This design comes from an exercise in tuning for small area on the open sky130 flow, not from production work. Function was checked by simulation only, so behaviour that the tests miss may differ from the original. Power and IR drop assume default switching activity.

==> flow/design.v <==
module axis_adxl_responder #(
  parameter logic [6:0] DEV_ADDR  = 7'h53,
  parameter logic [7:0] DEVID_VAL = 8'hE5
) (
  input  logic        clk,
  input  logic        reset,
  input  logic [31:0] s_axis_tdata,
  input  logic [3:0]  s_axis_tkeep,
  input  logic [7:0]  s_axis_tdest,
  input  logic        s_axis_tvalid,
  input  logic        s_axis_tlast,
  output logic        s_axis_tready,
  output logic [31:0] m_axis_tdata,
  output logic [3:0]  m_axis_tkeep,
  output logic [7:0]  m_axis_tdest,
  output logic        m_axis_tvalid,
  output logic        m_axis_tlast,
  input  logic        m_axis_tready,
  output logic [7:0]  power_ctl
);
  typedef enum logic [1:0] {
    ST_IDLE       = 2'd0,
    ST_WR_PAYLOAD = 2'd1,
    ST_RD_RESP    = 2'd2,
    ST_DRAIN      = 2'd3
  } state_e;
  state_e      state_q, state_d;
  logic [63:0][7:0] regs_q;
  logic [63:0][7:0] regs_d;
  logic [5:0]  ptr_q, ptr_d;
  logic        first_q, first_d;       
  logic        rd_pend_q, rd_pend_d;   
  logic [5:0]  rd_addr_q, rd_addr_d;   
  logic [8:0]  rd_left_q, rd_left_d;   
  logic [5:0][7:0] snap_q;             
  logic [5:0][7:0] snap_d;
  logic [31:0] m_data_q, m_data_d;
  logic [3:0]  m_keep_q, m_keep_d;
  logic [7:0]  m_dest_q, m_dest_d;
  logic        m_last_q, m_last_d;
  logic        m_valid_q, m_valid_d;
  logic        s_accept;
  logic [8:0]  n_eff;
  logic        load_word;
  logic [5:0]  gen_addr;
  logic [8:0]  gen_left;
  logic        gen_snap;
  logic [5:0]  gen_a;
  logic [7:0]  gen_b;
  logic [31:0] gen_word;
  logic [3:0]  gen_keep;
  logic        gen_last;
  logic [5:0]  wr_ptr;
  logic        wr_first;
  logic [7:0]  wr_byte;
  assign s_axis_tready = !reset && (state_q != ST_RD_RESP);
  assign s_accept      = s_axis_tvalid && s_axis_tready;
  assign n_eff         = (s_axis_tdata[7:0] == 8'h00) ? 9'd1 : {1'b0, s_axis_tdata[7:0]};
  assign m_axis_tdata  = m_data_q;
  assign m_axis_tkeep  = m_keep_q;
  assign m_axis_tdest  = m_dest_q;
  assign m_axis_tlast  = m_last_q;
  assign m_axis_tvalid = m_valid_q;
  assign power_ctl     = regs_q[6'h2D];
  always_comb begin
    gen_word = '0;
    gen_keep = '0;
    gen_last = (gen_left <= 9'd4);
    gen_a    = '0;
    gen_b    = '0;
    for (int i = 0; i < 4; i++) begin
      gen_a = gen_addr + 6'(i);
      gen_b = regs_q[gen_a];
      if (gen_snap && (gen_a >= 6'h32) && (gen_a <= 6'h37)) begin
        gen_b = snap_q[3'(gen_a - 6'h32)];
      end
      if (9'(i) < gen_left) begin
        gen_word[i*8 +: 8] = gen_b;
        gen_keep[i]        = 1'b1;
      end
    end
  end
  always_comb begin
    state_d   = state_q;
    regs_d    = regs_q;
    ptr_d     = ptr_q;
    first_d   = first_q;
    rd_pend_d = rd_pend_q;
    rd_addr_d = rd_addr_q;
    rd_left_d = rd_left_q;
    snap_d    = snap_q;
    m_data_d  = m_data_q;
    m_keep_d  = m_keep_q;
    m_dest_d  = m_dest_q;
    m_last_d  = m_last_q;
    m_valid_d = m_valid_q;
    load_word = 1'b0;
    gen_addr  = rd_addr_q;
    gen_left  = rd_left_q;
    gen_snap  = 1'b1;
    wr_ptr    = ptr_q;
    wr_first  = first_q;
    wr_byte   = '0;
    unique case (state_q)
      ST_IDLE: begin
        if (s_accept) begin
          if (s_axis_tdest[7:1] != DEV_ADDR) begin
            if (!s_axis_tlast) state_d = ST_DRAIN;
          end else if (!s_axis_tdest[0]) begin
            if (!s_axis_tlast) begin
              state_d = ST_WR_PAYLOAD;
              first_d = 1'b1;
            end
          end else begin
            ptr_d     = ptr_q + n_eff[5:0];
            m_dest_d  = s_axis_tdest;
            snap_d[0] = regs_q[6'h32];
            snap_d[1] = regs_q[6'h33];
            snap_d[2] = regs_q[6'h34];
            snap_d[3] = regs_q[6'h35];
            snap_d[4] = regs_q[6'h36];
            snap_d[5] = regs_q[6'h37];
            gen_addr  = ptr_q;
            gen_left  = n_eff;
            gen_snap  = 1'b0;
            if (s_axis_tlast) begin
              load_word = 1'b1;
              state_d   = ST_RD_RESP;
            end else begin
              rd_addr_d = ptr_q;
              rd_left_d = n_eff;
              rd_pend_d = 1'b1;
              state_d   = ST_DRAIN;
            end
          end
        end
      end
      ST_WR_PAYLOAD: begin
        if (s_accept) begin
          for (int i = 0; i < 4; i++) begin
            if (s_axis_tkeep[i]) begin
              wr_byte = s_axis_tdata[i*8 +: 8];
              if (wr_first) begin
                wr_ptr   = wr_byte[5:0];
                wr_first = 1'b0;
              end else begin
                if (wr_ptr != 6'h00) regs_d[wr_ptr] = wr_byte;
                wr_ptr = wr_ptr + 6'd1;
              end
            end
          end
          ptr_d   = wr_ptr;
          first_d = wr_first;
          if (s_axis_tlast) state_d = ST_IDLE;
        end
      end
      ST_RD_RESP: begin
        if (m_valid_q && m_axis_tready) begin
          if (m_last_q) begin
            m_valid_d = 1'b0;
            state_d   = ST_IDLE;
          end else begin
            load_word = 1'b1;
          end
        end
      end
      ST_DRAIN: begin
        if (s_accept && s_axis_tlast) begin
          if (rd_pend_q) begin
            rd_pend_d = 1'b0;
            load_word = 1'b1;
            state_d   = ST_RD_RESP;
          end else begin
            state_d = ST_IDLE;
          end
        end
      end
      default: state_d = ST_IDLE;
    endcase
    if (load_word) begin
      m_data_d  = gen_word;
      m_keep_d  = gen_keep;
      m_last_d  = gen_last;
      m_valid_d = 1'b1;
      rd_addr_d = gen_addr + 6'd4;
      rd_left_d = gen_last ? 9'd0 : (gen_left - 9'd4);
    end
  end
  always_ff @(posedge clk) begin
    if (reset) begin
      state_q   <= ST_IDLE;
      for (int i = 0; i < 64; i++) regs_q[i] <= 8'h00;
      regs_q[6'h00] <= DEVID_VAL;
      regs_q[6'h2C] <= 8'h0A;
      ptr_q     <= '0;
      first_q   <= 1'b0;
      rd_pend_q <= 1'b0;
      rd_addr_q <= '0;
      rd_left_q <= '0;
      for (int i = 0; i < 6; i++) snap_q[i] <= 8'h00;
      m_data_q  <= '0;
      m_keep_q  <= '0;
      m_dest_q  <= '0;
      m_last_q  <= 1'b0;
      m_valid_q <= 1'b0;
    end else begin
      state_q   <= state_d;
      regs_q    <= regs_d;
      ptr_q     <= ptr_d;
      first_q   <= first_d;
      rd_pend_q <= rd_pend_d;
      rd_addr_q <= rd_addr_d;
      rd_left_q <= rd_left_d;
      snap_q    <= snap_d;
      m_data_q  <= m_data_d;
      m_keep_q  <= m_keep_d;
      m_dest_q  <= m_dest_d;
      m_last_q  <= m_last_d;
      m_valid_q <= m_valid_d;
    end
  end
endmodule
==> flow/run.sh <==
#!/bin/bash
# synth_recipe.tcl (not shown) runs the flow's synth.tcl, then flattens the netlist and writes it again
# the make line also repeats each setting of config.mk as NAME=value (left out here)
make -C /OpenROAD-flow-scripts/flow DESIGN_CONFIG=/design/flow/config.mk WORK_HOME=/design/flow/orfs CLKGATE_MAP_FILE= SYNTH_SCRIPT=/design/flow/synth_recipe.tcl finish
==> flow/config.mk <==
export PLATFORM = sky130hd
export DESIGN_NAME = axis_adxl_responder
export DESIGN_NICKNAME = axis_adxl_responder
export VERILOG_FILES = /design/flow/design.v
export SDC_FILE = /design/flow/constraint.sdc
export NUM_CORES = 4
export LEC_CHECK = 0
export CAP_MARGIN = 40
export CELL_PAD_IN_SITES_DETAIL_PLACEMENT = 1
export CELL_PAD_IN_SITES_GLOBAL_PLACEMENT = 1
export CORE_MARGIN = 2
export CORE_UTILIZATION = 15
export GPL_ROUTABILITY_DRIVEN = 1
export PLACE_DENSITY = 0.3
export SLEW_MARGIN = 30
==> flow/constraint.sdc <==
create_clock -name core_clock -period 12.0 [get_ports {clk}]
set_input_delay 2.4000 -clock core_clock [delete_from_list [all_inputs] [get_ports {clk}]]
set_output_delay 2.4000 -clock core_clock [all_outputs]
set_load 0.01 [all_outputs]
==> run_results.csv <==
group,metric,value,unit
sta,fmax,108.1,MHz
clock_network,path_clk_slew,0.07,ns
yosys,synth_area_leader_cell,"dfxtp_1",
floorplanning,core_area,0.4381,mm²
yosys,ys.flop_type,"dfxtp_1",
min_path,min_path_cells,2,
global_route,grt.met2_usage,0.4479,
power_and_ir_drop,leakage,26.87,nW
layout,syn_to_final_growth,24.02,%
sta,hold_viol,0,
min_path,holdCritPathClass,"reg -> reg",
global_route,overflow,0,
yosys,avgSynthCellArea,6.967,µm²
drt,drc,0,
drt,ant_nets,0,
yosys,ys_seq_elements,631,
global_route,grt_max_degree,141,
critical_path,critPathArrivalTime,9.98,ns
yosys,synth-edff-count,0,
sta,fin_tns_setup,0,ns
yosys,async_flop_share,0,
floorplanning,dieArea,0.4452,mm²
yosys,ys_seq_area_frac,0.1914,
critical_path,r2r-start,"ptr_q[1]",
global_route,antenna_found_initial,109,
clock_network,cts_tree,"yes",
drt,drt_iter0_drc,11674,
clock_network,clk_latency,0.95,ns
critical_path,required,12.73,ns
clock_network,cts_htree_levels,3,
global_route,grt.busiest_layer,"met2",
global_route,grt_pass1_wl,902800,µm
global_route,gr-usage-met1,0.4121,
place,hpwlAfterDp,522100,µm
place,io_buffers,103,
sta,rsz0062_at_grt,"no",
yosys,synth_area_leaders,"dfxtp_1 (19%), mux2i_1 (12%), nand2_1 (12%), nand3_1 (6.1%), mux4_2 (4.6%)",
clock_network,cts_hold_buf,0,
sta,slew_viol_final,0,
layout,nets,9496,
sta,max-slew-margin-rel,0.3214,
layout,ff_latch_area,0.01263,mm²
clock_network,clockBufferDepth,4,
layout,final_common_cell,"nand2_1",
layout,final_cell_mix,"nand2_1 (2056), mux2i_1 (812), nand3_1 (792), nor2_1 (636), dfxtp_1 (631)",
drt,wirelength,705300,µm
clock_network,numClockSinks,631,
critical_path,r2r_slack,2.75,ns
floorplanning,die_x,667.3,µm
critical_path,crit_start,"ptr_q[1]",
run,drv_cap,0,
layout,num-fill-cells,52196,
place,place_congestion,0.9343,
sta,skew,0.07784,ns
critical_path,r2r-end,"regs_q[432]",
sta,fin_crit_sh,0.7711,
power_and_ir_drop,power.total,13.95,mW
critical_path,crit_fanout,24,
drt,firstDrtPassIters,6,
sta,worstMarginPinSlew,1.015,ns
min_path,min_to,"m_keep_q[3]",
clock_network,clock-root-buffer,"clkbuf_16",
floorplanning,ios,104,
layout,utilization,0.1868,
drt,wl_per_cell,45.69,µm
critical_path,worstSetupStartpointType,"flip-flop",
critical_path,end_kind,"flip-flop",
sta,timing.final.crit_period,9.254,ns
global_route,grt_pass1_vias,83650,
clock_network,cts_setup_buffers,0,
global_route,grt_use_total,0.3045,
floorplanning,placementRows,243,
floorplanning,initial_core_util,0.1506,
layout,drive_gt1_frac,0.1611,
global_route,use_met3,0.06308,
clock_network,cts_buffers,109,
drt,routed_via_density,5.710,
min_path,hold_start,"m_keep_q[3]",
critical_path,reg2regPathDepth,22,
yosys,netlist_area,0.06599,mm²
power_and_ir_drop,p_per_area,170.5,mW/mm²
yosys,postSynthCellCount,9471,
power_and_ir_drop,irDropWorstVdd,298.6,µV
yosys,yosys.area.top_type_share,0.1914,
clock_network,post_cts_resize_count,0,
layout,multi_input_area,0.05068,mm²
yosys,synthesis.nets,9556,
outcome,status,"no timing/DRC/antenna violations",
critical_path,timing_worst_setup_path_type,"reg -> reg",
floorplanning,die_h,667.3,µm
yosys,synth_cell_types,112,
sta,setup-violations-final,0,
drt,vias,88136,
yosys,yosysWarnings,1,
==> worst max-delay path by stage <==
stage	endpoint	slack, ns	cells after the start
after floorplan	regs_q[310]	4.19	22
after global routing	regs_q[242]	2.54	24
final	regs_q[432]	2.75	22
after global placement	regs_q[203]	0.96	21
after CTS	regs_q[494]	3.21	23
after detailed placement	regs_q[494]	2.37	22
==> cell usage after synthesis, types with 19 or more instances <==
cell type  instances
o22ai_1          277
nand4_1           44
o22a_1            35
a221o_1           27
mux2_2           108
a211o_1           24
o221ai_1          79
mux4_2           136
inv_1             42
a31oi_1          134
nand2_1         2060
buf_2             91
nor2_1           684
nand3_1          803
o31ai_1           34
o21ai_1           25
a21o_1            28
clkbuf_1         745
buf_4             20
xnor2_1           27
a311oi_1         184
a22oi_1           46
a22o_1            49
a32oi_1           24
or2_2             19
a31o_2            31
nor4_1            38
and3_1           160
o2111ai_1         23
nand2b_1          23
ha_1              35
a21oi_1          447
dfxtp_1          631
o21ai_0          331
or3_1             43
o211ai_1         131
o21a_1            21
a32o_1            56
a211oi_1         187
mux2i_1          816
buf_1            122
a2111oi_0         56
a221oi_1          86
nor3_1           200
==> worst max-delay path, cell delays in order, from the launching register on <==
cell and delay [ns]:
dfxtp_1 0.85, inv_1 0.45, ha_1 0.73, mux2i_1 0.23
buf_4 0.24, a21oi_2 0.29, ha_1 0.46, mux2i_1 0.14
mux2i_1 0.52, ha_1 0.41, nor4b_1 0.29, a311oi_1 0.11
a31o_2 0.35, a21oi_1 0.42, nand2_1 0.28, nor3_1 0.27
ha_1 0.31, or4_2 0.68, buf_4 0.29, buf_4 0.35
a2111oi_4 0.55, a21oi_1 0.15, a211oi_1 0.63
==> state kept, by name, summed over array words and instances, names as in the netlist, 4 cells and up <==
name and cells:
rd_addr_q 6, snap_q 48, m_data_q 32, m_keep_q 4
rd_left_q 9, ptr_q 6, regs_q 512, m_dest_q 8
==> layout make-up <==
type	count	share of cell area
multi-input cells	7807	0.6192
flip-flops and latches	631	0.1544
well taps	5880	0.08990
repair buffers	811	0.08711
clock buffers	166	0.04062
clock inverters	31	0.004296
inverters	51	0.002706
diodes	59	0.001804
==> layer usage <==
metal / part of all wire / vias to the layer above
li1: - / 35228
met1: 0.44 / 46880
met2: 0.42 / 4892
met3: 0.079 / 1114
met4: 0.061 / 22
met5: 0.00021 / -
==> report_power, final <==
group / internal (mW) / switching [mW]
combinational: 1.59 / 6.39
clock: 2.04 / 1.51
sequential: 2.19 / 0.226
==> metrics by stage <==
stage	cells	hold WS [ns]	setup WS, ns	area [µm²]
global placement	15032	0.4501	0.9584	75910
global route	15381	0.4877	2.537	81700
CTS	15362	0.4670	3.213	81520
detailed placement	15165	0.4586	2.373	77850
floorplan	9471	0.4526	4.193	65990
finish	15436	0.4630	2.746	81840
==> kinds of logic after synthesis <==
family | count (synthesis) | synth area share
adder cells (fa/ha/maj) | 36 | 0.006940
multiplexers | 1061 | 0.1888
flip-flops | 631 | 0.1914
buffers and inverters | 1033 | 0.06208
AO/OA/AOI/OAI | 2486 | 0.2682
AND/OR/NAND/NOR | 4183 | 0.2767
XOR/XNOR | 41 | 0.005840

==> static timing again, ports no longer ideal <==
In the flow no input, the clock included, has a driving cell. The finished layout below was timed again as built, in two steps. Step 1, drivers: a clkbuf_16 drives clk and a buf_2 each remaining input, both assumed. Step 2 also shifts input and output timing later by t, the mid clock arrival at the registers, as if the neighbouring blocks saw the same clock. Three values: ideal, step 1, step 2; two values: the first two.
t (ns): 1.034
setup slack, ns: 2.746 / 2.746 / 2.112
hold slack, ns: 0.463 / 0.463 / 0.463
worst register clock-pin slew, ns: 0.07 / 0.07
worst slew at a driven data input, ns: 0.08
After both steps this run still meets setup and hold. The setup slack of this run moves by 0.000 ns with the drivers and by -0.634 ns with both steps.
